This is an optimization exercise on Yosys and OpenROAD, whose aim is small area, a short achievable clock period and few clock cycles per item, not a production implementation.
Only simulation tests tie the RTL to the original design; equivalence was not proved.
Power and IR drop assume default switching activity.

Setup of run 1:
==> flow/design.v (excerpt) <==
module pe_top
(
    input  logic                  clk_i,
    input  logic                  rst_i,
    input  logic [8+16-1:0] ev_i,
    input  logic                  ev_valid_i,
    output logic                  ev_ready_o,
    output logic [8+16-1:0] pro_o,
    output logic                  pro_valid_o,
    input  logic                  pro_ready_i,
    output logic [16-1:0] paddr_o,
    output logic                  pwrite_o,
    output logic [32-1:0] pwdata_o,
    output logic                  psel_o,
    output logic                  penable_o,
    input  logic [32-1:0] prdata_i,
    input  logic                  pready_i
);
    localparam int DS = 2;
    localparam int DN = 16 / DS;
    localparam logic [2:0] K_RP0 = 3'd0;
    localparam logic [2:0] K_RP1 = 3'd1;
    localparam logic [2:0] K_VR  = 3'd2;
    localparam logic [2:0] K_VW  = 3'd3;
    localparam logic [2:0] K_COL = 3'd4;
    localparam logic [2:0] PH_IDLE = 3'd0;
    localparam logic [2:0] PH_RP0  = 3'd1;
    localparam logic [2:0] PH_RP1  = 3'd2;
    localparam logic [2:0] PH_VR   = 3'd3;
    localparam logic [2:0] PH_POST = 3'd4;
    logic        eb_free_q;
    logic [7:0]  eb_idx_q;
    logic [15:0] eb_delta_q;
    logic        accept;
    logic        eb_release;
    logic        above;
    assign ev_ready_o = eb_free_q;
  ...
==> flow/config.mk <==
export PLATFORM = sky130hd
export DESIGN_NAME = pe_top
export DESIGN_NICKNAME = pe_top
export VERILOG_FILES = /design/flow/design.v
export SDC_FILE = /design/flow/constraint.sdc
export NUM_CORES = 4
export LEC_CHECK = 0
export CAP_MARGIN = 20
export CORE_MARGIN = 2
export CORE_UTILIZATION = 60
export CTS_CLUSTER_DIAMETER = 70
export CTS_CLUSTER_SIZE = 25
export SLEW_MARGIN = 20
==> flow/constraint.sdc <==
create_clock -name core_clock -period 36.0 [get_ports {clk_i}]
set_input_delay 7.2000 -clock core_clock [delete_from_list [all_inputs] [get_ports {clk_i}]]
set_output_delay 7.2000 -clock core_clock [all_outputs]
set_load 0.01 [all_outputs]
standard.sh (not shown) runs the stock make flow with config.mk's settings and CLKGATE_MAP_FILE= SYNTH_SCRIPT=/design/flow/synth_recipe.tcl, a recipe that flattens the netlist after the stock synthesis.
==> flow/flow/run.sh <==
#!/bin/bash
set -euo pipefail
export SETUP_SLACK_MARGIN=27.7
bash standard.sh > std_flow.log 2>&1
Testbench counts of run 1, summed over its fixed seeds: cycles 11,728, items 1,200.
For run 2, these inputs were changed with respect to run 1:
- CTS_CLUSTER_DIAMETER: 70 -> unset
- CTS_CLUSTER_SIZE: 25 -> unset
==> flow/flow/run.sh <==
#!/bin/bash
set -euo pipefail
export SETUP_SLACK_MARGIN=27.7
export BUFFER_PORTS_ARGS="-inputs -outputs -buffer_cell sky130_fd_sc_hd__buf_2"
bash standard.sh > std_flow.log 2>&1
Notes after the runs:
The combinational share of power in run 2 sits 2.2 points below the value recorded for run 1. Between run 1 and run 2, the difference in reported sequential group power is negligible. Between run 1 and run 2, the flow reports non-clock buffer count decreasing by a few percent. Of run 1 and run 2, run 1 shows the lower routability-driven placement congestion ratio, with run 2 above it. Run 2 ended with less slew of the pin with the lowest slew margin than run 1. The setup slack of run 2 is smaller than that of run 1. Between run 1 and run 2, time the worst path needs with I/O delays and setup is lower for run 1, run 2 comes in above that. The final area of run 1 and that of run 2 are within noise of each other.
[inputs] run 3 vs run 2
- setting CTS_CLUSTER_SIZE to 25 for the first time
- setting CTS_CLUSTER_DIAMETER to 70 for the first time
==> flow/flow/run.sh <==
#!/bin/bash
set -euo pipefail
export SETUP_SLACK_MARGIN=27.85
export BUFFER_PORTS_ARGS="-inputs -outputs -buffer_cell sky130_fd_sc_hd__buf_2"
bash standard.sh > std_flow.log 2>&1
Results
- Delta (run 3 minus run 2): total global-route track usage held steady; ratio of total power to cell area now sits lower; clock period minus worst slack down 0.031 ns; number of cells in the design after placement did not really move.
- Re number of cells upsized or downsized after cts: run 3 is 13 up on run 2.
- Note that the count of clock-buffer cells in the layout recorded for run 3 amounts to 0.50 times the value seen in run 2.
Here is what was changed in the inputs of run 4 compared with run 3.
==> flow/flow/run.sh <==
#!/bin/bash
set -euo pipefail
export SETUP_SLACK_MARGIN=27.7
export BUFFER_PORTS_ARGS="-inputs -outputs -buffer_cell sky130_fd_sc_hd__buf_2"
bash standard.sh > std_flow.log 2>&1
==> run summary <==
Across run 3 and run 4, none had a timing, DRC or antenna violation.
Taking run 3 as the reference, in run 4 quantity of I/O buffers inserted on ports was more or less identical, synthesis-to-finish area growth went down by 1.1 points, routed wire length went down by 1.3%, non-clock buffer count went down by 9, proportion of layout cells with a drive suffix above 1 went down by 0.94 points.
Looking at maximum VDD drop, run 4 sits 18% above run 3.
Run 3 and run 4 ended up with nearly the same via count.
Compared run 4 vs run 3, and global-route wire length before repair is down in run 4.
The adder and majority cell fraction of the synthesized area on run 3 is in line with that on run 4.

==> re-timing with driven ports <==
No port has a modelled driver above. Below, the same layouts with a new extraction and two added sets of constraints.
Step 1 sets driving cells, clkbuf_16 on the clock port and buf_2 on the other inputs (assumed; they add their load-dependent delay and slew).
Step 2 adds t to the input delays and takes it off the output delays; t is the mean of the earliest and latest rising clock arrival at the registers after step 1. Input paths then give back, and output paths get back, about the clock's delay inside the block.
Three values: ideal, step 1, step 2; two values: the first two.
run	t, ns	setup slack, ns	hold slack, ns	worst register clock-pin slew, ns	worst slew at a driven data input, ns
run 1	0.575	27.650 / 27.598 / 27.150	0.454 / 0.454 / 0.454	0.10 / 0.10	0.05
run 2	0.611	27.639 / 27.589 / 27.153	0.438 / 0.438 / 0.438	0.06 / 0.06	0.05
run 3	0.564	27.670 / 27.618 / 27.237	0.454 / 0.454 / 0.454	0.10 / 0.10	0.05
run 4	0.557	27.675 / 27.626 / 27.261	0.442 / 0.442 / 0.442	0.10 / 0.10	0.04
After both steps every run listed still meets setup and hold. The setup slack of run 1, which loses most, moves by -0.052 ns with the drivers and by -0.500 ns with both steps.
